This design comes from an exercise in tuning for small area, a short achievable clock period and few clock cycles per item on the open sky130 flow, not from production work. The RTL was checked by simulation tests, not by an equivalence proof against the original design. Power and IR drop assume default switching activity.

==> branch willow <==
## bicubic_top
module bicubic_top (
    input  wire        CLK,
    input  wire        RST,
    input  wire [6:0]  cfg_v0,
    input  wire [6:0]  cfg_h0,
    input  wire [4:0]  cfg_sw,
    input  wire [4:0]  cfg_sh,
    input  wire [5:0]  cfg_tw,
    input  wire [5:0]  cfg_th,
    output wire        src_rd_en,
    output wire [13:0] src_rd_addr,
    input  wire [7:0]  src_data,
    output wire        res_wr_en,
    output wire [9:0]  res_wr_addr,
    output wire [7:0]  res_wr_data,
    output logic       done
);
clock: 13.0 ns
lec_check: 0
cap_margin: 20
core_margin: 2
core_utilization: 40
cts_buf_list: sky130_fd_sc_hd__clkbuf_16
cts_cluster_diameter: 80
cts_cluster_size: 24
slew_margin: 20
run.sh (not shown) runs the stock make flow with config.mk's settings and CLKGATE_MAP_FILE= SYNTH_SCRIPT=/design/flow/synth_recipe.tcl, a recipe that flattens the netlist after the stock synthesis.
==> inputs of branch garnet, as changes to branch willow <==
--- a/flow/design.v
+++ b/flow/design.v
@@ -270,21 +270,24 @@
     assign th8  = cfg_th[3];
     assign th16 = cfg_th[4];
     assign sx8  = tw8 ? {cfg_sw, 2'b00} : tw16 ? {1'b0, cfg_sw, 1'b0} : {2'b00, cfg_sw};
     assign sy8  = th8 ? {cfg_sh, 2'b00} : th16 ? {1'b0, cfg_sh, 1'b0} : {2'b00, cfg_sh};
     assign ceil_h = th8  ? 3'((6'(cfg_sh) + 6'd7) >> 3)
                   : th16 ? 3'((6'(cfg_sh) + 6'd15) >> 4)
                   : {2'b00, |cfg_sh};
     logic       st;
+    logic       wst, wlast;   
+    logic       done_i;
     logic [1:0] ist;
     always_ff @(posedge CLK or posedge RST) begin
         if (RST) st <= 1'b1;
-        else     st <= done;
+        else     st <= done_i;
     end
+    always_ff @(posedge CLK) done_i <= wst && wlast;
     logic        rd_en, rd_en_o;
     logic        rend_q, cend_q;
     logic [13:0] rd_addr;
     logic [13:0] ctop;        
     logic        rd_act;
     logic [2:0]  rc;          
     logic [5:0]  rj;          
     logic        rjlast;      
@@ -424,35 +427,33 @@
     assign src_rd_addr = rd_addr;
     logic        va, vb, fina, finb;
     logic [2:0]  qa;          
     logic [7:0]  dqa, dqb;    
     logic [8:0]  hwa_q, hwb_q;
     logic        nega, firsta, lasta, negb, firstb, lastb;
     logic [16:0] acca_s, acca_c, accb_s, accb_c;
     logic [16:0] ha_s, ha_c, hb_s, hb_c;
-    logic [2:0]  qb;
+    logic [2:0]  qb;          
     logic        vta, vtb;    
     logic [8:0]  hwa_d, hwb_d;
     always_ff @(posedge CLK or posedge RST) begin
         if (RST) begin
             va   <= 1'b0;
             vb   <= 1'b0;
             fina <= 1'b0;
             finb <= 1'b0;
         end else begin
             va   <= rd_en;
             vb   <= va;
             fina <= vb && lasta;
             finb <= vb && lastb;
         end
     end
-    assign qb    = qa - mdab;
     assign vta   = !qa[2];
-    assign vtb   = (qa >= mdab) && !qb[2];
     assign hwa_d = hwt(cfxa, qa[1:0]);
     assign hwb_d = hwt(cfxb, qb[1:0]);
     wire hta_1 = (hwa_q[0] & dqa[7]) ^ (hwa_q[1] & dqa[6]) ^ (hwa_q[2] & dqa[5]);
     wire hta_2 = ((hwa_q[0] & dqa[7]) & (hwa_q[1] & dqa[6])) | ((hwa_q[0] & dqa[7]) & (hwa_q[2] & dqa[5])) | ((hwa_q[1] & dqa[6]) & (hwa_q[2] & dqa[5]));
     wire hta_3 = (hwa_q[1] & dqa[7]) ^ (hwa_q[2] & dqa[6]) ^ (hwa_q[3] & dqa[5]);
     wire hta_4 = ((hwa_q[1] & dqa[7]) & (hwa_q[2] & dqa[6])) | ((hwa_q[1] & dqa[7]) & (hwa_q[3] & dqa[5])) | ((hwa_q[2] & dqa[6]) & (hwa_q[3] & dqa[5]));
     wire hta_5 = (hwa_q[4] & dqa[4]) ^ (hwa_q[5] & dqa[3]) ^ (hwa_q[6] & dqa[2]);
     wire hta_6 = ((hwa_q[4] & dqa[4]) & (hwa_q[5] & dqa[3])) | ((hwa_q[4] & dqa[4]) & (hwa_q[6] & dqa[2])) | ((hwa_q[5] & dqa[3]) & (hwa_q[6] & dqa[2]));
@@ -839,16 +840,18 @@
     wire htb_191 = htb_157 ^ htb_120 ^ htb_156;
     wire htb_192 = (htb_157 & htb_120) | (htb_157 & htb_156) | (htb_120 & htb_156);
     wire htb_193 = htb_159 ^ htb_124 ^ htb_158;
     wire htb_194 = (htb_159 & htb_124) | (htb_159 & htb_158) | (htb_124 & htb_158);
     assign hb_s = {htb_193, htb_191, htb_189, htb_187, htb_185, htb_183, htb_181, htb_179, htb_177, htb_175, htb_173, htb_171, htb_169, htb_167, htb_165, htb_163, htb_161};
     assign hb_c = {htb_192, htb_190, htb_188, htb_186, htb_184, htb_182, htb_180, htb_178, htb_176, htb_174, htb_172, htb_170, htb_168, htb_166, htb_164, htb_162, (accb_c[0] & ~firstb)};
     always_ff @(posedge CLK) begin
         qa     <= rc;
+        qb     <= rc - rdab;
+        vtb    <= (rc >= rdab) && (rc - rdab <= 3'd3);
         dqa    <= (qa[1:0] == 2'd0 || qa[1:0] == 2'd3) ? ~src_data : src_data;
         nega   <= (qa[1:0] == 2'd0 || qa[1:0] == 2'd3);
         firsta <= (qa[1:0] == 2'd0);
         lasta  <= vta && (qa[1:0] == 2'd3);
         hwa_q  <= hwa_d;
         dqb    <= (qb[1:0] == 2'd0 || qb[1:0] == 2'd3) ? ~src_data : src_data;
         negb   <= (qb[1:0] == 2'd0 || qb[1:0] == 2'd3);
         firstb <= vtb && (qb[1:0] == 2'd0);
@@ -859,17 +862,17 @@
         accb_s <= hb_s;
         accb_c <= hb_c;
     end
     logic [7:0]  hrowa, hrowa2, hrowb, hrowb2;
     logic [1:0]  hca, hcb;
     logic        hv;
     assign hv = (hcb != 2'd0);
     logic [7:0]  wa0, wa1, wa2, wa3, wb0, wb1, wb2, wb3;    
-    logic        vact, wst, wlast;
+    logic        vact;
     logic [1:0]  vp;          
     logic        vrun;        
     logic        vgate;       
     logic [4:0]  vty;
     logic [3:0]  vtx;         
     logic [4:0]  fy, fyn;     
     logic [13:0] vw_q;        
     logic [16:0] vacc_s, vacc_c;
==> flow/config.mk (replaced) <==
export PLATFORM = sky130hd
export DESIGN_NAME = bicubic_top
export DESIGN_NICKNAME = bicubic_top
export VERILOG_FILES = /design/flow/design.v
export SDC_FILE = /design/flow/constraint.sdc
export NUM_CORES = 4
export LEC_CHECK = 0
export CAP_MARGIN = 20
export CORE_MARGIN = 2
export CORE_UTILIZATION = 40
export CTS_BUF_LIST = sky130_fd_sc_hd__clkbuf_16
export CTS_CLUSTER_DIAMETER = 70
export CTS_CLUSTER_SIZE = 30
export SLEW_MARGIN = 20
==> qor summary <==
| quantity | branch garnet | branch willow |
|---|---|---|
| Area fraction of the dominant cell type after synthesis | 19.44% | 19.51% |
| P_sw | 1.086 mW | 0.9490 mW |
| Actual transition at the worst max-transition pin | 1.035 ns | 1.053 ns |
| Run status | no timing/DRC/antenna violations | no timing/DRC/antenna violations |
| Largest net degree at the start of global routing | 70 | 76 |
| Routed met1 length | 31840 um | 32280 um |
| Power share of the combinational group | 23.4% | 20.4% |
| Area taken by flip-flops and latches | 10350 um^2 | 10270 um^2 |
| FILL cells | 7469 | 7608 |
| Die height | 284.7 um | 284.2 um |
| Sequential power | 1.56 mW | 1.51 mW |
| Total via count after detailed routing | 21720 | 21600 |
| Maximum cell stage delay along the critical path | 0.56 ns | 0.99 ns |
| GR Layer Usage met2 | 28.11% | 28.17% |
| Basic-gate share of the synthesized area counting and, or, nand and nor cells | 14.65% | 14.40% |
| Die area | 81060 um^2 | 80760 um^2 |
| Origin of the worst setup path | rd_addr[13] | qa[0] |
| Clock network share of area | 3.628% | 3.125% |
| Netlist cell types | 90 | 86 |
Testbench counts of branch willow, summed over its fixed seeds: cycles 61,826, pixels 20,672.
Testbench counts of branch garnet, summed over its fixed seeds: cycles 61,826, pixels 20,672.

==> re-timing with driven ports <==
How much do the figures lean on ideal ports? The routed layouts below were timed once more, with nothing changed but the port constraints. Step 1 sets driving cells, clkbuf_16 on the clock port and buf_2 on the other inputs (assumed; they add their load-dependent delay and slew). Step 2, shift: input delay + t, output delay - t, t = (earliest + latest rising clock arrival at the registers) / 2. This alone moves slack from input paths to output paths. a / b / c = ideal ports / drivers / drivers and shift; a / b = the first two.
| run | shift t [ns] | setup WS [ns] | worst setup path after step 2 |
|---|---|---|---|
| branch willow | 0.681 | 8.565 / 8.565 / 8.370 | input to register |
| branch garnet | 0.637 | 8.834 / 8.770 / 8.387 | input to register |
After both steps setup and hold are still met in every run listed. The setup slack of branch garnet, which loses most, moves by -0.064 ns with the drivers and by -0.447 ns with both steps.
